Source: an optimization exercise on an open RTL-to-GDS flow (aim: small area, a short achievable clock period and few clock cycles). Production flows keep margins and buffers that such runs may drop. Only simulation tests tie the RTL to the original design; equivalence was not proved. Power and IR drop assume default switching activity.

$ cat constraint.sdc
create_clock -name core_clock -period 11.0 [get_ports {clk}]
set_input_delay 2.2000 -clock core_clock [delete_from_list [all_inputs] [get_ports {clk}]]
set_output_delay 2.2000 -clock core_clock [all_outputs]
set_load 0.01 [all_outputs]
$ cat config.mk
export PLATFORM = sky130hd
export DESIGN_NAME = mips_cpu_muldiv
export DESIGN_NICKNAME = mips_cpu_muldiv
export VERILOG_FILES = /design/flow/design.v
export SDC_FILE = /design/flow/constraint.sdc
export NUM_CORES = 4
export LEC_CHECK = 0
export ABC_CLOCK_PERIOD_IN_PS = 3000
export CAP_MARGIN = 20
export CORE_MARGIN = 2
export CORE_UTILIZATION = 40
export SETUP_SLACK_MARGIN = 5
export SLEW_MARGIN = 20
$ cat design.v
package mips_cpu_muldiv_pkg;
  typedef enum logic [2:0] {
    MULT  = 3'd0,
    MULTU = 3'd1,
    DIV   = 3'd2,
    DIVU  = 3'd3,
    MTHI  = 3'd4,
    MTLO  = 3'd5
  } muldiv_op_t;
endpackage
module mips_cpu_muldiv_cls (
  input  logic [35:0] v,
  output logic [5:0]  n
);
  logic [63:0] m;
  assign m = {v[34:0] ^ {35{v[35]}}, 1'b1, 28'd0};
  logic [31:0]  v1;  logic [31:0]  c1;
  logic [15:0]  v2;  logic [31:0]  c2;
  logic [7:0]   v3;  logic [23:0]  c3;
  logic [3:0]   v4;  logic [15:0]  c4;
  logic [1:0]   v5;  logic [9:0]   c5;
  logic [5:0]   c6;
  for (genvar g = 0; g < 32; g++) begin : g_l1
    assign v1[g] = m[2*g+1] | m[2*g];
    assign c1[g] = ~m[2*g+1];
  end
  for (genvar g = 0; g < 16; g++) begin : g_l2
    assign v2[g] = v1[2*g+1] | v1[2*g];
    assign c2[2*g+1:2*g] = v1[2*g+1] ? {1'b0, c1[2*g+1]} : {1'b1, c1[2*g]};
  end
  for (genvar g = 0; g < 8; g++) begin : g_l3
    assign v3[g] = v2[2*g+1] | v2[2*g];
    assign c3[3*g+2:3*g] = v2[2*g+1] ? {1'b0, c2[4*g+3:4*g+2]} : {1'b1, c2[4*g+1:4*g]};
  end
  for (genvar g = 0; g < 4; g++) begin : g_l4
    assign v4[g] = v3[2*g+1] | v3[2*g];
    assign c4[4*g+3:4*g] = v3[2*g+1] ? {1'b0, c3[6*g+5:6*g+3]} : {1'b1, c3[6*g+2:6*g]};
  end
  for (genvar g = 0; g < 2; g++) begin : g_l5
    assign v5[g] = v4[2*g+1] | v4[2*g];
    assign c5[5*g+4:5*g] = v4[2*g+1] ? {1'b0, c4[8*g+7:8*g+4]} : {1'b1, c4[8*g+3:8*g]};
  end
  assign c6 = v5[1] ? {1'b0, c5[9:5]} : {1'b1, c5[4:0]};
  assign n  = c6;
endmodule
module mips_cpu_muldiv_add #(
  parameter int W = 64
) (
  input  logic [W-1:0] a,
  input  logic [W-1:0] b,
  input  logic         ci,
  output logic [W-1:0] s
);
  localparam int L = $clog2(W);
  logic [W-1:0] g [L+1];
  logic [W-1:0] p [L+1];
  logic [W-1:0] c;
  assign g[0] = a & b;
  assign p[0] = a ^ b;
  for (genvar l = 0; l < L; l++) begin : g_lvl
    for (genvar i = 0; i < W; i++) begin : g_bit
      if (((i >> l) & 1) == 1) begin : g_op
        localparam int J = ((i >> l) << l) - 1;
        assign g[l+1][i] = g[l][i] | (p[l][i] & g[l][J]);
        assign p[l+1][i] = p[l][i] & p[l][J];
      end else begin : g_pass
        assign g[l+1][i] = g[l][i];
        assign p[l+1][i] = p[l][i];
      end
    end
  end
  assign c[0] = ci;
  for (genvar i = 1; i < W; i++) begin : g_c
    assign c[i] = g[L][i-1] | (p[L][i-1] & ci);
  end
  assign s = p[0] ^ c;
endmodule
module mips_cpu_muldiv_orpre #(
  parameter int W = 35
) (
  input  logic [W-1:0] v,
  output logic [W-1:0] w
);
  localparam int L = $clog2(W);
  logic [W-1:0] o [L+1];
  assign o[0] = v;
  for (genvar l = 0; l < L; l++) begin : g_lvl
    for (genvar i = 0; i < W; i++) begin : g_bit
      if (i + (1 << l) < W) begin : g_or
        assign o[l+1][i] = o[l][i] | o[l][i + (1 << l)];
      end else begin : g_pass
        assign o[l+1][i] = o[l][i];
      end
    end
  end
  assign w = o[L];
endmodule
import mips_cpu_muldiv_pkg::*;
module mips_cpu_muldiv (
  input  logic        clk,
  input  logic        rst,
  input  logic        start,
  input  logic [2:0]  op,
  input  logic [31:0] a,
  input  logic [31:0] b,
  input  logic        flush,
  output logic        busy,
  output logic        done,
  output logic        div_by_zero,
  output logic [31:0] hi,
  output logic [31:0] lo
);
  localparam logic [3:0] PH_DSET = 4'b0001, PH_MITER = 4'b0010, PH_DITER = 4'b0100, PH_DFIN = 4'b1000;
  mips_cpu_muldiv_pkg::muldiv_op_t bus_op;
  assign bus_op = mips_cpu_muldiv_pkg::muldiv_op_t'(op);
  logic        busy_q, done_q, dbz_q;
  logic [3:0]  ph_q;
  logic        sa_q, sb_q, dsub_q, last_q;
  logic [5:0]  cnt_q;
  logic [35:0] x_q, y_q;
  logic [63:0] p_q;
  logic [31:0] hi_q, lo_q;
  logic [5:0]  bc_q;           
  function automatic logic [5:0] booth2(input logic [4:0] w);
    logic [5:0] r;
    r[5] = w[4];
    r[4] = (w[4] & ~w[3] & ~w[2]) | (~w[4] & w[3] & w[2]);
    r[3] = w[3] ^ w[2];
    r[2] = w[2];
    r[1] = (w[2] & ~w[1] & ~w[0]) | (~w[2] & w[1] & w[0]);
    r[0] = w[1] ^ w[0];
    booth2 = r;
  endfunction
  logic        accept, sgn_in, mul_in;
  logic [35:0] a_ext, b_ext;
  assign accept = start & ~flush & ~busy_q;
  assign sgn_in = (bus_op == MULT) | (bus_op == DIV);
  assign mul_in = (bus_op == MULT) | (bus_op == MULTU);
  assign a_ext  = {{4{sgn_in & a[31]}}, a};
  assign b_ext  = {{4{sgn_in & b[31]}}, b};
  logic [30:0] eqa_s, eqb_s, eqa_u, eqb_u;
  assign eqa_s = ~(a[30:0] ^ {31{a[31]}});
  assign eqb_s = ~(b[30:0] ^ {31{b[31]}});
  assign eqa_u = ~a[30:0];
  assign eqb_u = ~b[30:0];
  logic [8:1]  ta_s, tb_s, ta_u, tb_u, ta, tb, tm;
  logic [8:0]  hm;             
  logic        swap;
  logic [35:0] mpl, mcd, ynorm;
  logic [3:0]  jm;
  assign ta_s[1] = 1'b1;
  assign tb_s[1] = 1'b1;
  assign ta_u[1] = ~a[31];
  assign tb_u[1] = ~b[31];
  for (genvar j = 2; j <= 8; j++) begin : g_therm
    assign ta_s[j] = &eqa_s[30:35-4*j];
    assign tb_s[j] = &eqb_s[30:35-4*j];
    assign ta_u[j] = ~a[31] & (&eqa_u[30:35-4*j]);
    assign tb_u[j] = ~b[31] & (&eqb_u[30:35-4*j]);
  end
  assign ta   = sgn_in ? ta_s : ta_u;
  assign tb   = sgn_in ? tb_s : tb_u;
  assign swap = |(ta & ~tb);                     
  assign tm   = swap ? ta : tb;
  assign hm   = {tm[8], tm[7:1] & ~tm[8:2], ~tm[1]};
  assign mpl  = swap ? a_ext : b_ext;
  assign mcd  = swap ? b_ext : a_ext;
  always_comb begin
    ynorm = 36'd0;
    for (int j = 0; j <= 8; j++)
      ynorm = ynorm | ({36{hm[j]}} & (mpl << (4 * j)));
  end
  assign jm = {hm[8], |hm[7:4], hm[7] | hm[6] | hm[3] | hm[2], hm[7] | hm[5] | hm[3] | hm[1]};
  logic [30:0] wa_s, wb_s, wa_u, wb_u;
  logic [31:0] wa, wb, wa1;
  logic        div_early;
  mips_cpu_muldiv_orpre #(.W(31)) u_was (.v(~eqa_s), .w(wa_s));
  mips_cpu_muldiv_orpre #(.W(31)) u_wbs (.v(~eqb_s), .w(wb_s));
  mips_cpu_muldiv_orpre #(.W(31)) u_wau (.v(~eqa_u), .w(wa_u));
  mips_cpu_muldiv_orpre #(.W(31)) u_wbu (.v(~eqb_u), .w(wb_u));
  assign wa  = sgn_in ? {1'b0, wa_s} : {a[31], wa_u | {31{a[31]}}};
  assign wb  = sgn_in ? {1'b0, wb_s} : {b[31], wb_u | {31{b[31]}}};
  assign wa1 = (sgn_in & a[31]) ? {wa[30:0], 1'b1} : wa;
  assign div_early = |(wb & ~wa1);
  logic [5:0]  ca, cb;
  logic [6:0]  s_full;
  logic [4:0]  s_div;
  mips_cpu_muldiv_cls u_cls_a (.v(p_q[35:0]), .n(ca));
  mips_cpu_muldiv_cls u_cls_b (.v(x_q), .n(cb));
  assign s_full = {1'b0, cb} - {1'b0, ca} + {6'd0, sa_q};
  assign s_div  = (s_full[5:0] > 6'd31) ? 5'd31 : (s_full[4:0] | 5'd1);
  logic        dset, miter, diter;
  logic [63:0] xs, xh, m1, m0, t1, t2, t3, cs_s, cs_c, sum;
  assign dset  = ph_q[0];
  assign miter = ph_q[1];
  assign diter = ph_q[2];
  assign xs    = {{28{x_q[35]}}, x_q};
  assign xh    = {{29{x_q[35]}}, x_q[35:1]};
  assign m1 = bc_q[3] ? xs : (bc_q[4] ? {xs[62:0], 1'b0} : 64'd0);
  assign m0 = bc_q[0] ? xs : (bc_q[1] ? {xs[62:0], 1'b0} : 64'd0);
  assign t1 = miter ? {p_q[59:0], 1'b0, bc_q[5], 2'b00} : p_q;
  assign t2 = miter ? {(bc_q[5] ? ~m1[61:0] : m1[61:0]), 2'b00} :
              diter ? (dsub_q ? ~xh : xh) : 64'd0;
  assign t3 = miter ? (bc_q[2] ? ~m0 : m0) :
              diter ? (dsub_q ? ~xs : xs) : {64{dset & sa_q}};
  assign cs_s = t1 ^ t2 ^ t3;
  assign cs_c = {((t1[62:0] & t2[62:0]) | (t1[62:0] & t3[62:0]) | (t2[62:0] & t3[62:0])),
                 miter ? bc_q[2] : diter ? dsub_q : (~dset & sa_q)};
  mips_cpu_muldiv_add #(.W(64)) u_add (.a(cs_s), .b(cs_c), .ci(diter & dsub_q), .s(sum));
  logic [35:0] u1, u2, rnew;
  logic        acc1, acc2, acc3;
  mips_cpu_muldiv_add #(.W(36)) u_add1 (.a(p_q[35:0]), .b(dsub_q ? ~xh[35:0] : xh[35:0]),
                                        .ci(dsub_q), .s(u1));
  mips_cpu_muldiv_add #(.W(36)) u_add2 (.a(p_q[35:0]), .b(dsub_q ? ~x_q : x_q),
                                        .ci(dsub_q), .s(u2));
  assign acc1 = (u1[35] == sa_q);
  assign acc2 = (u2[35] == sa_q);
  assign acc3 = (sum[35] == sa_q);
  assign rnew = acc3 ? sum[35:0] : acc2 ? u2 : acc1 ? u1 : p_q[35:0];
  logic [31:0] qneg;
  assign qneg = -y_q[31:0];
  always_ff @(posedge clk) begin
    if (rst) begin
      busy_q <= 1'b0;
      done_q <= 1'b0;
      dbz_q  <= 1'b0;
      hi_q   <= '0;
      lo_q   <= '0;
    end else begin
      done_q <= 1'b0;
      dbz_q  <= 1'b0;
      if (!busy_q) begin
        if (accept) begin
          case (bus_op)
            MTHI: begin hi_q <= a; done_q <= 1'b1; end
            MTLO: begin lo_q <= a; done_q <= 1'b1; end
            MULT, MULTU: busy_q <= 1'b1;
            DIV, DIVU: begin
              if (b == 32'd0) begin
                done_q <= 1'b1;
                dbz_q  <= 1'b1;
              end else if (div_early) begin
                hi_q   <= a;
                lo_q   <= 32'd0;
                done_q <= 1'b1;
              end else busy_q <= 1'b1;
            end
            default: ;
          endcase
        end
      end else if (flush) begin
        busy_q <= 1'b0;
      end else begin
        if (miter && last_q) begin
          {hi_q, lo_q} <= sum;
          done_q <= 1'b1;
          busy_q <= 1'b0;
        end
        if (ph_q[3]) begin
          hi_q   <= sum[31:0];
          lo_q   <= (sa_q ^ sb_q) ? qneg : y_q[31:0];
          done_q <= 1'b1;
          busy_q <= 1'b0;
        end
      end
    end
  end
  always_ff @(posedge clk) begin
    if (!busy_q) begin
      sa_q   <= a_ext[35];
      sb_q   <= b_ext[35];
      dsub_q <= (a_ext[35] == b_ext[35]);
      if (mul_in) begin
        ph_q   <= PH_MITER;
        x_q    <= mcd;
        y_q    <= ynorm;
        bc_q   <= booth2(ynorm[35:31]);
        p_q    <= 64'd0;
        cnt_q  <= {2'b0, jm};
        last_q <= hm[8];
      end else begin
        ph_q   <= PH_DSET;
        x_q    <= b_ext;
        p_q    <= {{28{a_ext[35]}}, a_ext};
      end
    end else begin
      if (dset) begin
        ph_q   <= PH_DITER;
        x_q    <= x_q << s_div;
        y_q    <= 36'd0;
        p_q    <= sum;
        cnt_q  <= {2'b11, ~s_div[4:1]};
        last_q <= s_div[4:1] == 4'd0;
      end
      if (miter) begin
        p_q    <= sum;
        y_q    <= {y_q[31:0], 4'd0};
        bc_q   <= booth2(y_q[31:27]);
        cnt_q  <= cnt_q + 6'd1;
        last_q <= cnt_q == 6'd7;
      end
      if (diter) begin
        p_q[35:0] <= rnew;
        y_q    <= {y_q[33:0], acc2 | acc3, acc3 | (acc1 & ~acc2)};
        x_q    <= {{2{x_q[35]}}, x_q[35:2]};
        cnt_q  <= cnt_q + 6'd1;
        last_q <= cnt_q == 6'd62;
        if (last_q) ph_q <= PH_DFIN;
      end
    end
  end
  assign busy        = busy_q;
  assign done        = done_q;
  assign div_by_zero = dbz_q;
  assign hi          = hi_q;
  assign lo          = lo_q;
endmodule
$ cat run.sh
#!/bin/bash
# synth_recipe.tcl (not shown) runs the flow's synth.tcl, then flattens the netlist and writes it again
# the make line also repeats each setting of config.mk as NAME=value (left out here)
make -C /OpenROAD-flow-scripts/flow DESIGN_CONFIG=/design/flow/config.mk WORK_HOME=/design/flow/orfs CLKGATE_MAP_FILE= SYNTH_SCRIPT=/design/flow/synth_recipe.tcl finish
==> results of run 1 <==
## kinds of logic after synthesis
group,after synthesis,share of synthesized area (%)
AO/OA/AOI/OAI,1245,28.23
AND/OR/NAND/NOR,1203,19.49
buffers and inverters,480,6.473
XOR/XNOR,281,8.351
flip-flops,219,19.73
adder cells (fa/ha/maj),217,10.77
multiplexers,201,6.949
## area by class of cell
class / count / area share (%)
tap: 959 / 3.376
sequential: 219 / 16.54
multi-input combinational: 3153 / 65.75
clock inverter: 17 / 0.3450
inverter: 159 / 1.683
timing repair buffer: 375 / 9.942
clock buffer: 39 / 2.355
antenna: 1 / 0.007041
## critical path, stage by stage
cell,delay (ps)
dlygate4sd2_1,880
nor2_1,180
nand3_1,390
nor3_2,120
and3_1,250
o21bai_4,250
o2111a_2,350
buf_4,180
buf_12,170
mux2i_4,250
o22ai_1,120
or4_4,600
nor2b_1,160
mux2i_1,150
mux2i_1,80
## metal layers
layer  GRT usage (%)  vias up
met5               0        -
met3           8.816      461
met2           54.11     2098
li1                -    14552
met1           47.29    15849
met4           15.45        6
## sequential cells by signal, summed over array words and instances, names as in the netlist
register	flops
sb_q	1
hi_q	32
ph_q	4
y_q	32
bc_q	6
dsub_q	1
sa_q	1
p_q	64
done_q	1
last_q	1
dbz_q	1
x_q	36
lo_q	32
busy_q	1
cnt_q	6
## through the flow
stage	setup WS (ps)	power, W
after global placement	2863	0.004503
after CTS	5000	0.005740
final	4961	0.006099
after floorplan	4888	0.003431
after global routing	4920	0.006366
after detailed placement	2821	0.004495
## path summary, 6_finish.rpt
kind | end | slack, ps | depth (start not counted)
min reg2reg | hi_q[23]$_SDFFE_PP0P_ | 450 | 2
max | bc_q[1]$_DFFE_PP_ | 4960 | 15
max reg2reg | x_q[28]$_DFFE_PP_ | 5160 | 25
min | hi_q[23]$_SDFFE_PP0P_ | 450 | 2
## power by group through the flow
stage | clock, W | combinational (W) | sequential (W)
after detailed placement | 0 | 0.00336 | 0.00114
after floorplan | 0 | 0.00240 | 0.00103
final | 0.000997 | 0.00402 | 0.00108
after global placement | 0 | 0.00336 | 0.00114
after global routing | 0.00103 | 0.00425 | 0.00108
after CTS | 0.00100 | 0.00366 | 0.00108
## cell usage in the layout, fill, tap and decap left out, types with 134 or more instances in the layout
cell / instances
nor2_1: 294
edfxtp_1: 148
xnor2_1: 134
o21ai_0: 198
ha_1: 149
buf_4: 193
xor2_1: 138
a21oi_1: 265
inv_1: 153
nand2_1: 364
## what timing repair did
action / 4_1_cts / 5_1_grt
setup buffers: 106 / 50
cloned: 6 / 5
endpoints found under the setup margin: 244 / 195
gates resized for setup: 210 / 158
pin swaps: 32 / 42
==> summary.txt, run 1 <==
Die
  – Area of the core: ~0.073 mm2
  – Chip width: between 200 and 300 um
  – Die ar.: 0.07652 mm2
  – Initial Utilization: 40.61%
  – DIE HEIGHT: around 280 um
  – Cell Rows: 99
  – I/O pin total: between 100 and 150

Logic synthesis
  – Syn Inst Count: 3846
  – Syn avg cell area: 7.729 um2
  – Sequential fraction of the synthesis area: 19.73%
  – Top cell type's share of synthesized area: 14.95%
  – Synth top cells by count: 369 x nand2_1, 305 x nor2_1, 286 x a21oi_1
  – Yosys cell types: around 100
  – EDFF count, synth: 148
  – Leading area contributor after synthesis: edfxtp_1
  – Mapped Area: 0.02973 mm2
  – Asr flop ratio synth: 0%
  – Synth Net Count: 4134
  – Dominant cell by count in the synthesized netlist: nand2_1
  – Yosys warns: 9
  – Synth Register Bits: 219
  – Ys flop type: edfxtp_1
  – Synth area leaders: edfxtp_1 15%, ha_1 6.4%, mux2i_1 5.5%, a21oi_1 4.8%, dfxtp_1 4.8%

Outcome
  – Outcome: complete, no violations

Finish
  – Multi-input gate area: approximately 0.023 mm2
  – Non-Filler Instances: 4922
  – Layout cell share with drive strength beyond 1: 14.94%
  – Area Overhead vs Synth: 19.55%
  – Fin area: about 0.036 mm2
  – Fill cell count: 7173
  – Fin nets: 4226
  – Register Area: ~0.0059 mm2
  – Final Util: 48.55%

Clock network
  – Clk sinks: between 200 and 250
  – H-tree Lvls: 1
  – CTS max path bufs: 3
  – CTS root buf: clkbuf_16
  – Clk pin slew, worst setup/hold paths: 60 ps
  – Clock latency on the worst-skew pair: ~650 ps
  – Num CTS Buffers: 30
  – CTS Hold Bufs: 0
  – CTS tree: yes

Placed design
  – Area after DPL: 0.03180 mm2
  – RePlAce Congestion: 1.009
  – HPWL Detailed: 99.89 mm
  – IO Port Bufs: 137
  – Cell total after placement: 4698

Setup path
  – Crit path from: a[12]
  – Required time of the critical path: roughly 11000 ps
  – Element type at the critical path start: input port
  – CP Capture Type: register
  – RR Startpoint: p_q[35]$_DFFE_PP_
  – Largest fanout on the critical path: 11
  – Critical path class: in -> reg
  – Crit path DAT: 6350 ps

Route
  – DR WL met2: 60.80 mm
  – DRC: 0
  – Initial DRC count: about 4600
  – Drt wl/cell: 29.09 um
  – DRT antenna net count: 0
  – Highest metal used: met5
  – Initial DRT Pass Iterations: 7
  – WL met3: 16.90 mm
  – Wl on met1: around 58 mm
  – DR vias/cell: 6.698
  – Via Count: 32966
  – Final wirelength: 143.2 mm

Power
  – Worst vdd ir: 0.0001915 V
  – Sw Pwr: 0.003113 W
  – Clk pwr share: 16.3%
  – Logic gate share of total power: 66.0%
  – Switching share of power: 51.04%
  – Internal power: 0.002986 W
  – Reg power frac: 17.7%
  – Pwr Density: 171.6 mW/mm2
  – Leakage power: 14.01 nW

Min path
  – Hold path startpoint: hi_q[23]$_SDFFE_PP0P_
  – Worst hold path type: reg -> reg

STA
  – Fin Setup TNS: 0 ps
  – Worst slew pin tran: 1217 ps
  – Final Hold Fails: 0
  – Minimum clock period after layout: 6039 ps
  – Worst hold slack: 453.4 ps
  – RSZ-0062 raised after global routing: true
  – Max Freq: between 150 and 200 MHz
  – Clk_skew: just over 70 ps
  – Slew margin rel.: 18.26%
  – Slew Limit Fails: 0
  – Setup violators final: 0
  – Period utilisation layout: between 50 and 60%

GRT
  – Grt ovf: 0
  – Initial antenna violation count: 4
  – Largest net degree at the start of global routing: between 80 and 90
  – Vias in the first global route: 30320
  – First-pass GRT wire length: between 200 and 250 mm
  – Overall Global Routing Usage: between 30% and 40%

Flow run
  – Number of max-cap violations: 0
Testbench counts, summed over its fixed seeds: cycles 66,624.
==> run 2: changes to the inputs <==
==> flow/run.sh (new file) <==
#!/bin/bash
# The standard layout (standard synthesis, floorplan, placement, CTS, routing), with two
# changes to how it is made: every port still gets its own buffer, but a sky130 buf_2 rather
# than the delay buffer buffer_ports picks by default, and timing repair may resize a cell to
# any footprint. make's full output goes to standard.log in this folder; each ORFS step also
# keeps its own log under orfs/logs/.
set -euo pipefail
bash standard.sh "BUFFER_PORTS_ARGS=-buffer_cell sky130_fd_sc_hd__buf_2" MATCH_CELL_FOOTPRINT=0 finish \
  > standard.log 2>&1
==> standard.sh (new file) <==
#!/bin/bash
# synth_recipe.tcl (not shown) runs the flow's synth.tcl, then flattens the netlist and writes it again
# the make line also repeats each setting of config.mk as NAME=value (left out here)
make -C /OpenROAD-flow-scripts/flow DESIGN_CONFIG=/design/flow/config.mk WORK_HOME=/design/flow/orfs CLKGATE_MAP_FILE= SYNTH_SCRIPT=/design/flow/synth_recipe.tcl "${@:-finish}"
--- a/config.mk
+++ b/config.mk
@@ -7,7 +7,7 @@
 export LEC_CHECK = 0
 export ABC_CLOCK_PERIOD_IN_PS = 3000
-export CAP_MARGIN = 20
+export CAP_MARGIN = 30
 export CORE_MARGIN = 2
 export CORE_UTILIZATION = 40
 export SETUP_SLACK_MARGIN = 5
-export SLEW_MARGIN = 20
+export SLEW_MARGIN = 30
removed: run.sh
==> summary.txt, run 2 <==
Finish
  – Register Area: between 0.005 and 0.006 mm2
  – Multi-input gate area: 0.02327 mm2
  – Largest register FFs: 64
  – Layout cell share with drive strength beyond 1: 16.36%
  – Largest Register: p_q
  – Final Util: a little under half
  – Area Overhead vs Synth: 15.91%
  – Most common cell after layout, fill and taps aside: nand2_1
  – Fill cell count: 7216
  – Regs by FF count: p_q: 64 flops, x_q: 36 flops
  – Fin nets: 4178
  – Most frequent cells in the layout: 363 x nand2_1, 297 x nor2_1, 265 x a21oi_1, 196 x o21ai_0, 152 x inv_1

Logic synthesis
  – Yosys warns: 9
  – Dominant cell by count in the synthesized netlist: nand2_1
  – EDFF count, synth: 148
  – Synth Register Bits: between 200 and 250
  – Syn Inst Count: just under 4000
  – Mapped Area: around 0.03 mm2
  – Asr flop ratio synth: 0%
  – Synth top cells by count: 369 x nand2_1, 305 x nor2_1, 286 x a21oi_1
  – Syn avg cell area: 7.729 um2
  – Synth Net Count: 4134
  – Leading area contributor after synthesis: edfxtp_1
  – Yosys cell types: just over 100
  – Top cell type's share of synthesized area: between 10% and 20%
  – Synth area leaders: edfxtp_1 15%, ha_1 6.4%, mux2i_1 5.5%, a21oi_1 4.8%, dfxtp_1 4.8%
  – Sequential fraction of the synthesis area: around a fifth
  – Ys flop type: edfxtp_1

Route
  – DRC: 0
  – Initial DRT Pass Iterations: 6
  – Via Count: approximately 33000
  – DR vias/cell: ~6.7
  – Drt wl/cell: 28.42 um
  – Final wirelength: 138.5 mm
  – DRT antenna net count: 0
  – Initial DRC count: 4170

Placed design
  – HPWL Detailed: 96.67 mm
  – IO Port Bufs: 137
  – RePlAce Congestion: 0.9852
  – Post-Place Setup Slack: 3209 ps

GRT
  – Largest net degree at the start of global routing: 73
  – Initial antenna violation count: 7
  – Overall Global Routing Usage: 33.94%
  – Grt ovf: 0
  – First-pass GRT wire length: 198.8 mm
  – Vias in the first global route: just under 30000

Die
  – I/O pin total: 138
  – Initial Utilization: 40.61%
  – Chip width: 276.6 um
  – Die ar.: about 0.077 mm2
  – Cell Rows: between 90 and 100
  – Area of the core: 0.07321 mm2
  – DIE HEIGHT: 276.6 um

Clock network
  – Num CTS Buffers: 28
  – Clock latency on the worst-skew pair: 620 ps
  – Clk pin slew, worst setup/hold paths: 60 ps
  – H-tree Lvls: 1
  – Clk sinks: 219
  – CTS root buf: clkbuf_16
  – CTS tree: yes
  – CTS max path bufs: 3

STA
  – Slew margin rel.: 25.40%
  – Fin Setup TNS: 0 ps
  – Period utilisation layout: between 50% and 60%
  – Worst hold slack: 446.3 ps
  – Worst slew pin tran: 1111 ps
  – Slew Limit Fails: 0
  – Setup violators final: 0
  – RSZ-0062 raised after global routing: true
  – Minimum clock period after layout: 5981 ps
  – Clk_skew: 42.43 ps
  – Setup ws final: 5019 ps
  – Final Hold Fails: 0
  – Max Freq: 167.2 MHz

Setup path
  – CP Capture Type: register
  – Crit path DAT: about 6300 ps
  – Element type at the critical path start: register
  – Largest fanout on the critical path: 6
  – Critical path class: reg -> reg
  – Required time of the critical path: 11320 ps

Power
  – Internal power: 0.003024 W
  – Leakage power: 13.77 nW
  – Reg power frac: about 18%
  – Pwr Density: 178.0 mW/mm2
  – Total power draw: 0.006133 W
  – Logic gate share of total power: between 60% and 70%
  – Sw Pwr: 0.003109 W
  – Clk pwr share: between 10% and 20%
  – Switching share of power: between 50% and 60%
  – Worst vdd ir: around 0.00016 V

Flow run
  – Number of max-cap violations: 0

Min path
  – Worst hold path type: reg -> reg

Outcome
  – Outcome: complete, no violations
==> run 2: changes by cell type in the layout (fill, tap and decap cells not counted), sizes merged, moves of 3 or more <==
| cell | delta |
|---|---|
| dlygate4sd2 | -22 |
| clkdlybuf4s15 | -8 |
| bufinv | +3 |
| clkinvlp | +3 |
| clkbuf | -14 |
| diode | +3 |
| clkdlybuf4s50 | -87 |
| buf | +80 |
| dlymetal6s2s | -5 |
==> run 2: cell families (layout without fill, tap and decap cells) <==
kind of cell    Yosys count  after routing  share of synthesized area, %
mux                     201            201                         6.949
xor+xnor                281            282                         8.351
flops                   219            219                         19.73
buf+inv                 480            537                         6.473
simple gates           1203           1207                         19.49
compound gates         1245           1249                         28.23
other cells               0              4                             0
fa+ha+maj               217            217                         10.77
==> run 2: layout make-up <==
cell class	count	area share (%)
Clock buffer	31	2.128
Inverter	159	1.750
Multi-Input combinational cell	3156	67.55
Tap cell	959	3.482
Antenna cell	4	0.02905
Timing Repair Buffer	326	7.306
Clock inverter	21	0.7081
Sequential cell	219	17.05
==> run 2: routing by layer <==
| metal | GRT usage [%] | routed length, um |
|---|---|---|
| met1 | 44.70 | 55050 |
| met5 | 0 | 66 |
| met3 | 8.698 | 16470 |
| met2 | 51.02 | 58220 |
| met4 | 17.82 | 8733 |
==> run 2: metrics by stage <==
stage | instance area [um2] | std cells
2_1_floorplan | 29950 | 3846
6_report | 34460 | 4875
4_1_cts | 32970 | 4801
3_3_place_gp | 30940 | 4673
5_1_grt | 34450 | 4871
3_5_place_dp | 30980 | 4673
==> run 2: worst max-delay path: stages (launching register included) <==
cell and delay, ps:
edfxtp_1 500, buf_12 190, or4_1 460, o22a_1 230, buf_4 150, or4_4 550, nor2b_4 180, o211ai_1 150
o21ai_0 150, ha_1 270, ha_1 370, o21ai_2 110, a21oi_2 90, or4_1 410, a2111o_1 510, nand3_4 180
clkbuf_16 200, mux2i_4 290, mux2i_4 120, mux2_4 280, nand2_2 80, a32o_2 150, nand3_1 90
==> run 2: worst paths after layout <==
check                            start                   end  slack, ps  cells after the start
setup / recovery     x_q[35]$_DFFE_PP_     x_q[32]$_DFFE_PP_       5020                     22
hold / removal    hi_q[2]$_SDFFE_PP0P_  hi_q[2]$_SDFFE_PP0P_        450                      2
setup reg to reg     x_q[35]$_DFFE_PP_     x_q[32]$_DFFE_PP_       5020                     22
hold reg to reg   hi_q[2]$_SDFFE_PP0P_  hi_q[2]$_SDFFE_PP0P_        450                      2
==> run 2: power by group through the flow <==
stage | Clock (W) | Combinational [W] | Sequential, W
after floorplan | 0 | 0.00240 | 0.00103
after global placement | 0 | 0.00334 | 0.00114
after detailed placement | 0 | 0.00333 | 0.00114
after CTS | 0.000994 | 0.00355 | 0.00108
after global routing | 0.00102 | 0.00429 | 0.00109
final | 0.000988 | 0.00405 | 0.00109
==> run 2: timing repair <==
action                     CTS  global route
gates cloned                 7             8
gates resized for setup     80           154
setup endpoints to repair  238           205
setup buffers               69            62
pin swaps                   17            48
hold buffers                 0             0
==> run 3: changes to the inputs <==
--- a/config.mk
+++ b/config.mk
@@ -9,5 +9,6 @@
 export CAP_MARGIN = 30
 export CORE_MARGIN = 2
-export CORE_UTILIZATION = 40
+export CORE_UTILIZATION = 50
+export PLACE_DENSITY = 0.65
 export SETUP_SLACK_MARGIN = 5
 export SLEW_MARGIN = 30
==> summary.txt, run 3 <==
Logic synthesis
  – EDFF count, synth: roughly 150
  – Syn Inst Count: between 3000 and 4000
  – Yosys warns: 9
  – Top cell type's share of synthesized area: 14.95%
  – Asr flop ratio synth: 0%
  – Synth Net Count: slightly above 4000
  – Yosys cell types: 102
  – Mapped Area: 0.02973 mm2
  – Synth top cells by count: 369 x nand2_1, 305 x nor2_1, 286 x a21oi_1
  – Ys flop type: edfxtp_1
  – Syn avg cell area: 7.729 um2
  – Synth area leaders: edfxtp_1 15%, ha_1 6.4%, mux2i_1 5.5%, a21oi_1 4.8%, dfxtp_1 4.8%
  – Leading area contributor after synthesis: edfxtp_1
  – Synth Register Bits: 219
  – Dominant cell by count in the synthesized netlist: nand2_1
  – Sequential fraction of the synthesis area: ~20%

Clock network
  – CTS max path bufs: 3
  – CTS tree: yes
  – Clk sinks: 219
  – Clock latency on the worst-skew pair: 570 ps
  – Clk pin slew, worst setup/hold paths: 60 ps
  – Num CTS Buffers: 26
  – H-tree Lvls: 1
  – CTS root buf: clkbuf_16

STA
  – Minimum clock period after layout: just over 6000 ps
  – RSZ-0062 raised after global routing: true
  – Setup violators final: 0
  – Clk_skew: 25.26 ps
  – Slew Limit Fails: 0
  – Max Freq: 165.4 MHz
  – Period utilisation layout: 54.97%
  – Fin Setup TNS: 0 ps
  – Worst slew pin tran: between 1000 and 1500 ps
  – Worst hold slack: 449.7 ps
  – Slew margin rel.: 24.65%
  – Final Hold Fails: 0

Min path
  – Worst hold path type: reg -> reg

Power
  – Clk pwr share: 14.9%
  – Total power draw: 0.006099 W
  – Internal power: 0.002995 W
  – Logic gate share of total power: 67.2%
  – Reg power frac: 17.9%
  – Worst vdd ir: 0.0002531 V
  – Leakage power: 13.78 nW
  – Switching share of power: 50.90%
  – Sw Pwr: 0.003104 W
  – Pwr Density: roughly 180 mW/mm2

Setup path
  – Required time of the critical path: 11270 ps
  – Crit path DAT: 6320 ps
  – CP max stage delay: 500 ps
  – CP top delay family: compound AO/OA/AOI/OAI gates
  – Element type at the critical path start: register
  – Largest fanout on the critical path: 7
  – Number of buffers and inverters on the critical path: 4
  – Critical path class: reg -> reg
  – CP dominant cell by count: mux2i_1
  – Slowest CP cell: a2111o_1
  – CP Capture Type: register

Placed design
  – IO Port Bufs: 137
  – RePlAce Congestion: about 1
  – HPWL Detailed: 94.01 mm

Finish
  – Multi-input gate area: 0.02319 mm2
  – Regs by FF count: p_q: 64 flops, x_q: 36 flops
  – Fin nets: around 4200
  – Area Overhead vs Synth: 14.82%
  – Layout cell share with drive strength beyond 1: 16.23%
  – Largest register FFs: 64
  – Most frequent cells in the layout: 361 x nand2_1, 297 x nor2_1, 265 x a21oi_1, 195 x o21ai_0, 159 x buf_4
  – Most common cell after layout, fill and taps aside: nand2_1
  – Largest Register: p_q
  – Fill cell count: 5485
  – Register Area: 0.005876 mm2

Die
  – Die ar.: 0.06142 mm2
  – Initial Utilization: 50.46%
  – I/O pin total: 138
  – Cell Rows: 89
  – Chip width: between 200 and 250 um
  – Area of the core: ~0.059 mm2
  – DIE HEIGHT: approximately 250 um

Route
  – DR vias/cell: 7.018
  – Initial DRC count: around 4400
  – Final wirelength: 136.0 mm
  – DRC: 0
  – Via Count: ~33000
  – DRT antenna net count: 0
  – Initial DRT Pass Iterations: 8
  – Drt wl/cell: ~29 um

Outcome
  – Outcome: complete, no violations

Flow run
  – Number of max-cap violations: 0

GRT
  – Vias in the first global route: 29531
  – Initial antenna violation count: 8
  – First-pass GRT wire length: a little under 200 mm
  – Grt ovf: 0
  – Overall Global Routing Usage: 42.37%
  – Largest net degree at the start of global routing: 74
## run 3: cell counts after synthesis
No cell type changed its count.
## run 3: final cells by class
class,instances,share of cell area [%]
multi-input cells,3152,67.94
flip-flops and latches,219,17.21
repair buffers,336,7.639
well taps,773,2.833
clock buffers,39,2.357
inverters,159,1.756
clock inverters,8,0.2199
diodes,6,0.04399
## run 3: path summary, 6_finish.rpt
path                                       startpoint                     to  cells after the start  slack [ps]
worst max register to register      x_q[35]$_DFFE_PP_      x_q[25]$_DFFE_PP_                     27        4950
worst min register to register  hi_q[11]$_SDFFE_PP0P_  hi_q[11]$_SDFFE_PP0P_                      2         450
worst max-delay path                x_q[35]$_DFFE_PP_      x_q[25]$_DFFE_PP_                     27        4950
worst min-delay path            hi_q[11]$_SDFFE_PP0P_  hi_q[11]$_SDFFE_PP0P_                      2         450
## run 3: power groups by stage
stage	sequential [W]	combinational, W	clock (W)
2_1_floorplan	0.00103	0.00240	0
3_3_place_gp	0.00114	0.00332	0
3_5_place_dp	0.00114	0.00332	0
4_1_cts	0.00109	0.00353	0.000914
5_1_grt	0.00109	0.00430	0.000949
6_report	0.00109	0.00410	0.000910
## run 3: timing repair
action,in CTS,in global routing
cloned,7,4
hold buffers,0,0
endpoints found under the setup margin,244,201
pin swaps,14,42
buffers inserted,61,75
gates resized for setup,95,146
## run 3: per-stage QoR
stage	cells	instance area [um2]	setup WS, ps	utilization [%]
6_report	4692	34130	4953	57.94
5_1_grt	4686	34120	4735	57.92
4_1_cts	4607	32670	5007	55.46
3_5_place_dp	4492	30760	3061	52.21
3_3_place_gp	4492	30740	3177	52.18
2_1_floorplan	3846	29950	4879	-
## run 3: logic make-up after synthesis
group | share of synthesized area, %
and+or+nand+nor | 19.49
xor gates and xnor gates | 8.351
adders and majority gates | 10.77
DFF | 19.73
AOI/OAI and AO/OA | 28.23
muxes | 6.949
buffers and inverters | 6.473
## run 3: metal layers
metal	up-vias	part of all wire, %	GRT usage (%)	routed length (um)
met5	-	0.096	1.033	130
met4	8	6.3	20.75	8619
met3	527	14	13.31	19130
met2	2452	41	62.17	56250
met1	15483	38	56.00	51860
li1	14457	-	-	-
## run 3: tightest hold or removal path, stage by stage (launching register included)
cell and delay (ps):
dfxtp_1 310, nand2_1 50, a21oi_1 50
==> run 4: changes to the inputs <==
--- a/design.v
+++ b/design.v
@@ -122,4 +122,5 @@
   logic [31:0] hi_q, lo_q;
   logic [5:0]  bc_q;           
+  logic [8:0]  ptr_q;          
   function automatic logic [5:0] booth2(input logic [4:0] w);
     logic [5:0] r;
@@ -147,6 +148,5 @@
   logic [8:0]  hm;             
   logic        swap;
-  logic [35:0] mpl, mcd, ynorm;
-  logic [3:0]  jm;
+  logic [35:0] mpl, mcd;
   assign ta_s[1] = 1'b1;
   assign tb_s[1] = 1'b1;
@@ -166,10 +166,13 @@
   assign mpl  = swap ? a_ext : b_ext;
   assign mcd  = swap ? b_ext : a_ext;
-  always_comb begin
-    ynorm = 36'd0;
+  function automatic logic [4:0] window(input logic [35:0] y, input logic [8:0] k);
+    logic [39:0] yp;
+    logic [4:0]  w;
+    yp = {y, 4'd0};
+    w  = 5'd0;
     for (int j = 0; j <= 8; j++)
-      ynorm = ynorm | ({36{hm[j]}} & (mpl << (4 * j)));
-  end
-  assign jm = {hm[8], |hm[7:4], hm[7] | hm[6] | hm[3] | hm[2], hm[7] | hm[5] | hm[3] | hm[1]};
+      w = w | ({5{k[j]}} & yp[39-4*j -: 5]);
+    window = w;
+  endfunction
   logic [30:0] wa_s, wb_s, wa_u, wb_u;
   logic [31:0] wa, wb, wa1;
@@ -209,5 +212,5 @@
   mips_cpu_muldiv_add #(.W(64)) u_add (.a(cs_s), .b(cs_c), .ci(diter & dsub_q), .s(sum));
   logic [35:0] u1, u2, rnew;
-  logic        acc1, acc2, acc3;
+  logic        acc1, acc2, acc3, qb1, qb0;
   mips_cpu_muldiv_add #(.W(36)) u_add1 (.a(p_q[35:0]), .b(dsub_q ? ~xh[35:0] : xh[35:0]),
                                         .ci(dsub_q), .s(u1));
@@ -218,4 +221,6 @@
   assign acc3 = (sum[35] == sa_q);
   assign rnew = acc3 ? sum[35:0] : acc2 ? u2 : acc1 ? u1 : p_q[35:0];
+  assign qb1  = acc2 | acc3;
+  assign qb0  = acc3 | (acc1 & ~acc2);
   logic [31:0] qneg;
   assign qneg = -y_q[31:0];
@@ -257,4 +262,10 @@
           busy_q <= 1'b0;
         end
+        if (diter && last_q && !sa_q && !sb_q) begin
+          hi_q   <= rnew[31:0];
+          lo_q   <= {y_q[29:0], qb1, qb0};
+          done_q <= 1'b1;
+          busy_q <= 1'b0;
+        end
         if (ph_q[3]) begin
           hi_q   <= sum[31:0];
@@ -274,8 +285,8 @@
         ph_q   <= PH_MITER;
         x_q    <= mcd;
-        y_q    <= ynorm;
-        bc_q   <= booth2(ynorm[35:31]);
+        y_q    <= mpl;
+        bc_q   <= booth2(window(mpl, hm));
+        ptr_q  <= hm;
         p_q    <= 64'd0;
-        cnt_q  <= {2'b0, jm};
         last_q <= hm[8];
       end else begin
@@ -295,12 +306,11 @@
       if (miter) begin
         p_q    <= sum;
-        y_q    <= {y_q[31:0], 4'd0};
-        bc_q   <= booth2(y_q[31:27]);
-        cnt_q  <= cnt_q + 6'd1;
-        last_q <= cnt_q == 6'd7;
+        bc_q   <= booth2(window(y_q, {ptr_q[7:0], 1'b0}));
+        ptr_q  <= {ptr_q[7:0], 1'b0};
+        last_q <= ptr_q[7];
       end
       if (diter) begin
         p_q[35:0] <= rnew;
-        y_q    <= {y_q[33:0], acc2 | acc3, acc3 | (acc1 & ~acc2)};
+        y_q    <= {y_q[33:0], qb1, qb0};
         x_q    <= {{2{x_q[35]}}, x_q[35:2]};
         cnt_q  <= cnt_q + 6'd1;
--- a/config.mk
+++ b/config.mk
@@ -9,6 +9,5 @@
 export CAP_MARGIN = 30
 export CORE_MARGIN = 2
-export CORE_UTILIZATION = 50
-export PLACE_DENSITY = 0.65
+export CORE_UTILIZATION = 40
 export SETUP_SLACK_MARGIN = 5
 export SLEW_MARGIN = 30
==> summary.txt, run 4 <==
Logic synthesis
  – Syn Inst Count: 3879
  – Simple-Gate Fraction of Synth Area: 20.22%
  – Adder-Cell Fraction of Synth Area: around a tenth
  – Largest family of logic cells by synthesized area: compound AO/OA/AOI/OAI gates
  – Yosys cell types: 98
  – Post-synthesis compound-gate area fraction: 27.73%
  – Dominant cell by count in the synthesized netlist: nand2_1
  – EDFF count, synth: 156
  – Sequential fraction of the synthesis area: a little over 20%
  – Yosys warns: 9
  – Top cell type's share of synthesized area: approximately 16%
  – Leading area contributor after synthesis: edfxtp_1
  – Synth area leaders: edfxtp_1 16%, ha_1 6.3%, nand2_1 5.8%, dfxtp_1 4.7%, mux2i_1 4.5%
  – Asr flop ratio synth: 0%
  – Synth Net Count: 4166
  – Syn avg cell area: 7.738 um2
  – Mux cell area share after synthesis: approximately 7%
  – Ys flop type: edfxtp_1
  – Mapped Area: 0.03001 mm2
  – Synth top cells by count: 461 x nand2_1, 271 x nor2_1, 266 x o21ai_0
  – Post-Synth XOR/XNOR Area: between 8 and 9%
  – Synth Register Bits: approximately 230

Finish
  – Layout cell share with drive strength beyond 1: between 10% and 20%
  – Non-Filler Instances: 4906
  – Largest Register: p_q
  – Regs by FF count: p_q: 64 flops, x_q: 36 flops
  – Area Overhead vs Synth: 15.91%
  – Most frequent cells in the layout: 457 x nand2_1, 260 x o21ai_0, 258 x nor2_1, 245 x a21oi_1, 156 x edfxtp_1
  – Largest register FFs: 64
  – Most common cell after layout, fill and taps aside: nand2_1
  – Fin nets: 4194

Die
  – Die ar.: around 0.077 mm2
  – Initial Utilization: 40.38%
  – Cell Rows: 100
  – I/O pin total: 138
  – DIE HEIGHT: roughly 280 um
  – Chip width: 277.9 um
  – Area of the core: 0.07432 mm2

Setup path
  – CP max stage delay: slightly below 600 ps
  – Required time of the critical path: 11340 ps
  – R2r setup slk: between 5000 and 6000 ps
  – Crit path from: op[2]
  – Largest fanout on the critical path: 22
  – CP cell instances: buf_2, or2_4, nand4_1, or3_1, o32a_1, and2_1, o211ai_1, nor2_4, buf_12, mux2_2, a221o_1, a221o_1, nor3b_1, o31a_1
  – CP Capture Type: register
  – Critical path class: in -> reg
  – CP dominant cell by count: a221o_1
  – Crit path DAT: around 6300 ps
  – Slowest CP cell: or3_1
  – RR Startpoint: dsub_q$_DFFE_PN_
  – Element type at the critical path start: input port

STA
  – Max Freq: 168.1 MHz
  – Setup ws final: 5053 ps
  – RSZ-0062 raised after global routing: false
  – Period utilisation layout: 54.07%
  – Clk_skew: 27.05 ps
  – Slew margin rel.: roughly 18%
  – Slew Limit Fails: 0
  – Final Hold Fails: 0
  – Worst slew pin tran: 1226 ps
  – Fin Setup TNS: 0 ps
  – Setup violators final: 0
  – Minimum clock period after layout: 5947 ps

Clock network
  – CTS root buf: clkbuf_16
  – CTS tree: yes
  – Clk pin slew, worst setup/hold paths: 60 ps
  – Clock latency on the worst-skew pair: 600 ps
  – CTS max path bufs: 3
  – Clk sinks: 227
  – Num CTS Buffers: 28
  – H-tree Lvls: 1

Flow run
  – Number of max-cap violations: 0

Min path
  – Hold path startpoint: hi_q[14]$_SDFFE_PP0P_
  – Worst hold path type: reg -> reg

Placed design
  – Cell total after placement: 4717
  – Post-Place Setup Slack: 3436 ps
  – IO Port Bufs: 137
  – RePlAce Congestion: 0.9960
  – HPWL Detailed: 102.1 mm

Route
  – Initial DRT Pass Iterations: 12
  – Initial DRC count: approximately 5100
  – Final wirelength: 144.7 mm
  – DRC: 0
  – DR vias/cell: 6.792
  – DRT antenna net count: 0
  – Drt wl/cell: 29.49 um
  – Via Count: 33323

GRT
  – First-pass GRT wire length: just over 200 mm
  – Grt ovf: 0
  – Overall Global Routing Usage: a little over a third
  – Initial antenna violation count: 7
  – Vias in the first global route: a little over 30000
  – Largest net degree at the start of global routing: 87

Power
  – Leakage power: 13.94 nW
  – Total power draw: just under 0.007 W
  – Pwr Density: 193.6 mW/mm2
  – Worst vdd ir: 0.0001720 V

Outcome
  – Outcome: complete, no violations
[run 4: cell count changes after synthesis, moves of 29 or more]
cell	change
inv_1	-41
o22ai_1	-57
a21oi_1	-32
mux2i_1	-29
o21ai_0	+58
mux2_2	+33
nand2_1	+92
nor2_1	-34
[run 4: final cells by class]
type	count	area, um2
Timing Repair Buffer	322	2671
Fill cell	7402	39530
Antenna cell	8	20.02
Clock inverter	14	93.84
Inverter	119	459.2
Multi-Input combinational cell	3209	23350
Clock buffer	38	863.3
Sequential cell	227	6118
Tap cell	969	1212
[run 4: stage by stage]
step	hold WS (ps)	instance area, um2	utilization [%]
floorplan	478.5	30050	-
global placement	477.3	31150	41.91
detailed placement	473.5	31210	41.99
CTS	481.9	32940	44.33
global route	484.6	34770	46.78
finish	478.3	34790	46.81
[run 4: cell families (layout without fill, tap and decap cells)]
kind of cell    count (synthesis)  in the layout
simple gates                 1280           1280
xor+xnor                      278            279
other cells                     0              8
flops                         227            227
compound gates               1230           1232
fa+ha+maj                     216            216
buf+inv                       446            493
mux                           202            202
[run 4: final timing paths]
kind                                 to  cells after the start
setup / recovery      bc_q[4]$_DFFE_PP_                     14
hold / removal    hi_q[14]$_SDFFE_PP0P_                      2
setup reg to reg  hi_q[31]$_SDFFE_PP0P_                     23
hold reg to reg   hi_q[14]$_SDFFE_PP0P_                      2
[run 4: what timing repair did]
action,in CTS,in global routing
hold buffers,0,0
setup endpoints to repair,181,160
pin swaps,10,36
gates cloned,3,17
resized for setup,91,131
setup buffers,33,75
[run 4: metal layers]
layer  vias to the layer above  track usage (%)  share of wire (%)
met5                         -                0              0.084
met4                        10            19.57                6.9
met3                       595            10.22                 12
met2                      2346            53.37                 42
met1                     15831            44.27                 38
li1                      14541                -                  -
[run 4: power breakdown]
group	switching [W]	internal, W	leakage, nW
logic	0.00294	0.00169	11.2
registers	0.000136	0.00100	2.24
clock network	0.000419	0.000551	0.489
[run 4: critical path: cells and delay by family]
kind / cells / cell delay, ps
and+or+nand+nor: 6 / 1810
buffers and inverters: 2 / 390
AOI/OAI and AO/OA: 5 / 1590
muxes: 1 / 280
Testbench counts of run 4, summed over its fixed seeds: cycles 64,859.
==> run 5: changes to the inputs <==
--- a/config.mk
+++ b/config.mk
@@ -10,4 +10,5 @@
 export CORE_MARGIN = 2
 export CORE_UTILIZATION = 40
+export PLACE_DENSITY = 0.55
 export SETUP_SLACK_MARGIN = 5
 export SLEW_MARGIN = 30
==> summary.txt, run 5 <==
Outcome
  – Outcome: complete, no violations

Route
  – DRT antenna net count: 0
  – DR vias/cell: 6.653
  – Initial DRT Pass Iterations: 6
  – Final wirelength: 146.0 mm
  – Initial DRC count: 4445
  – Via Count: 32615
  – Drt wl/cell: 29.78 um
  – DRC: 0

STA
  – Slew margin rel.: between 20 and 25%
  – Period utilisation layout: 55.71%
  – Final Hold Fails: 0
  – Clk_skew: 35.81 ps
  – Fin Setup TNS: 0 ps
  – Worst hold slack: 479.1 ps
  – Minimum clock period after layout: just over 6000 ps
  – Setup violators final: 0
  – Worst slew pin tran: 1193 ps
  – Max Freq: 163.2 MHz
  – RSZ-0062 raised after global routing: true
  – Slew Limit Fails: 0

Logic synthesis
  – EDFF count, synth: 156
  – Synth top cells by count: 461 x nand2_1, 271 x nor2_1, 266 x o21ai_0
  – Syn Inst Count: 3879
  – Synth area leaders: edfxtp_1 16%, ha_1 6.3%, nand2_1 5.8%, dfxtp_1 4.7%, mux2i_1 4.5%
  – Yosys warns: 9
  – Ys flop type: edfxtp_1
  – Asr flop ratio synth: 0%
  – Dominant cell by count in the synthesized netlist: nand2_1
  – Sequential fraction of the synthesis area: 20.34%
  – Syn avg cell area: 7.738 um2
  – Yosys cell types: 98
  – Synth Net Count: approximately 4200
  – Synth Register Bits: roughly 230
  – Mapped Area: 0.03001 mm2
  – Leading area contributor after synthesis: edfxtp_1
  – Top cell type's share of synthesized area: 15.61%

GRT
  – Largest net degree at the start of global routing: 95
  – First-pass GRT wire length: ~210 mm
  – Grt ovf: 0
  – Overall Global Routing Usage: between 30% and 40%
  – Initial antenna violation count: 13
  – Vias in the first global route: 30443

Setup path
  – Crit path DAT: 6630 ps
  – Element type at the critical path start: input port
  – RR Startpoint: bc_q[0]$_DFFE_PP_
  – Required time of the critical path: 11500 ps
  – CP max stage delay: between 600 and 700 ps
  – Slowest CP cell: or4_4
  – Worst reg2reg path endpoint: hi_q[23]$_SDFFE_PP0P_
  – CP dominant cell by count: buf_12
  – CP cell instances: buf_2, buf_12, or4_4, or2_1, nor3_2, nand3_2, a2111oi_2, nand4_1, nor4_4, a21oi_4, o31a_2, buf_12, and2_4, and3_1, a211o_1
  – Worst Reg-to-Reg Cells: 21
  – CP Capture Type: register
  – Critical path class: in -> reg
  – R2r setup slk: 5080 ps
  – Largest fanout on the critical path: 56

Die
  – Chip width: 277.9 um
  – DIE HEIGHT: 277.9 um
  – Initial Utilization: 40.38%
  – Cell Rows: 100
  – Area of the core: roughly 0.074 mm2
  – Die ar.: 0.07724 mm2
  – I/O pin total: about 140

Finish
  – Most frequent cells in the layout: 456 x nand2_1, 260 x nor2_1, 260 x o21ai_0, 245 x a21oi_1, 156 x edfxtp_1
  – Most common cell after layout, fill and taps aside: nand2_1
  – Area Overhead vs Synth: 15.00%
  – Layout cell share with drive strength beyond 1: 16.37%
  – Fin nets: 4194
  – Largest Register: p_q
  – Largest register FFs: 64
  – Non-Filler Instances: 4902
  – Final Util: 46.44%
  – Regs by FF count: p_q: 64 flops, x_q: 36 flops

Clock network
  – CTS root buf: clkbuf_16
  – Num CTS Buffers: 28
  – CTS Hold Bufs: 0
  – Clk pin slew, worst setup/hold paths: 60 ps
  – H-tree Lvls: 1
  – Clk sinks: 227
  – CTS max path bufs: 3
  – CTS tree: yes
  – Clock latency on the worst-skew pair: 610 ps

Power
  – Leakage power: between 10 and 15 nW
  – Pwr Density: 194.5 mW/mm2
  – Worst vdd ir: 0.0001359 V

Min path
  – Hold EP: hi_q[21]$_SDFFE_PP0P_
  – Hold Path Stages: 1
  – Worst hold path type: reg -> reg
  – Hold path startpoint: hi_q[21]$_SDFFE_PP0P_

Flow run
  – Number of max-cap violations: 0

Placed design
  – HPWL Detailed: 105.2 mm
  – RePlAce Congestion: 1.026
  – IO Port Bufs: about 140
  – Cell total after placement: roughly 4700
==> run 5: changes by cell type in the layout (fill, tap and decap cells not counted), moves of 4 or more <==
cell,change
clkbuf_1,+6
clkbuf_16,-8
buf_4,+10
clkbuf_8,-4
buf_12,-7
buf_8,+4
clkinv_1,+4
diode_2,-4
nor4_2,-4
nor4_1,+4
xor2_1,-4
clkinv_2,-4
==> run 5: worst max path at each step <==
stage | startpoint | end | slack, ps | cells past startpoint
6_report | b[31] | hi_q[15]$_SDFFE_PP0P_ | 4870 | 15
5_1_grt | a[31] | x_q[34]$_DFFE_PP_ | 4800 | 19
4_1_cts | b[31] | hi_q[15]$_SDFFE_PP0P_ | 5000 | 17
3_5_place_dp | a[31] | hi_q[15]$_SDFFE_PP0P_ | 3390 | 17
3_3_place_gp | a[31] | hi_q[15]$_SDFFE_PP0P_ | 3440 | 17
2_1_floorplan | a[31] | hi_q[15]$_SDFFE_PP0P_ | 5000 | 18
==> run 5: logic make-up (layout without fill, tap and decap cells) <==
| logic type | Yosys count | in the layout | synth area share (%) |
|---|---|---|---|
| mux | 202 | 202 | 7.016 |
| flops | 227 | 227 | 20.34 |
| other cells | 0 | 4 | 0 |
| xor+xnor | 278 | 279 | 8.183 |
| simple gates | 1280 | 1280 | 20.22 |
| buf+inv | 446 | 494 | 5.878 |
| compound gates | 1230 | 1231 | 27.73 |
| fa+ha+maj | 216 | 216 | 10.63 |
==> run 5: metal layers <==
layer,up-vias,track usage (%),routed length (um)
met2,2025,55.01,62980
met1,15509,45.69,55710
met4,16,21.59,10650
met5,-,0,111
met3,536,8.684,16550
li1,14529,-,-
==> run 5: what timing repair did <==
item / 4_1_cts / 5_1_grt
buffers inserted: 63 / 44
endpoints found under the hold margin: 0 / 0
resized for setup: 96 / 133
cloned: 2 / 10
endpoints found under the setup margin: 179 / 155
pin swaps: 14 / 19
==> run 5: stage by stage <==
stage          setup slack [ps]  power [W]  instance area (um2)
6_report                   4872   0.006712                34520
5_1_grt                    4801   0.006975                34510
4_1_cts                    5004   0.006143                33200
3_5_place_dp               3388   0.005068                31260
3_3_place_gp               3438   0.005063                31210
2_1_floorplan              5001   0.003755                30050
==> run 5: layout make-up <==
| cell class | instances | area, um2 |
|---|---|---|
| Antenna cell | 4 | 10.01 |
| Clock buffer | 37 | 775.7 |
| Clock inverter | 15 | 153.9 |
| Fill cell | 7527 | 39800 |
| Inverter | 119 | 459.2 |
| Multi-Input combinational cell | 3208 | 23320 |
| Sequential cell | 227 | 6118 |
| Tap cell | 969 | 1212 |
| Timing Repair Buffer | 323 | 2469 |
==> run 5: worst max-delay path, delay by kind of cell <==
kind,cells,cell delay [ps]
and+or+nand+nor,8,2640
buffers and inverters,3,510
AOI/OAI and AO/OA,4,1250
==> run 5: power breakdown <==
part	internal (W)	switching (W)	total, W	leakage, nW
combinational	0.00166	0.00296	0.00462	11.1
clock	0.000545	0.000419	0.000965	0.457
sequential	0.00100	0.000128	0.00113	2.24
total	0.00320	0.00351	0.00671	13.8

what the ideal ports hide:
In the flow no input, the clock included, has a driving cell. The finished layouts below were timed again as built, in two steps.
Step 1 (the two cells are an assumption about what drives the block):
set clk [get_ports {clk}]
set_driving_cell -lib_cell sky130_fd_sc_hd__clkbuf_16 $clk
set_driving_cell -lib_cell sky130_fd_sc_hd__buf_2 [delete_from_list [all_inputs] $clk]
Step 2 adds t to the input delays and takes it off the output delays; t is the mean of the earliest and latest rising clock arrival at the registers after step 1. Input paths then give back, and output paths get back, about the clock's delay inside the block.
Slacks: no drivers / after step 1 / after step 2; pairs: no drivers / after step 1.
run | t, ns | setup WS [ns] | latest minus earliest clock arrival (ns) | worst register clock-pin slew, ns
run 1 | 0.683 | 4.961 / 4.994 / 4.311 | 0.072 / 0.073 | 0.08 / 0.08
run 2 | 0.656 | 5.019 / 5.019 / 4.415 | 0.043 / 0.042 | 0.07 / 0.07
run 3 | 0.613 | 4.953 / 4.953 / 4.394 | 0.029 / 0.029 | 0.07 / 0.07
run 4 | 0.655 | 5.053 / 5.104 / 4.449 | 0.028 / 0.028 | 0.07 / 0.07
run 5 | 0.664 | 4.872 / 4.920 / 4.256 | 0.036 / 0.036 | 0.07 / 0.07
After both steps setup and hold are still met in every run listed. For run 1, which loses most, drivers alone change the setup slack by +0.033 ns; drivers and shift together by -0.650 ns.
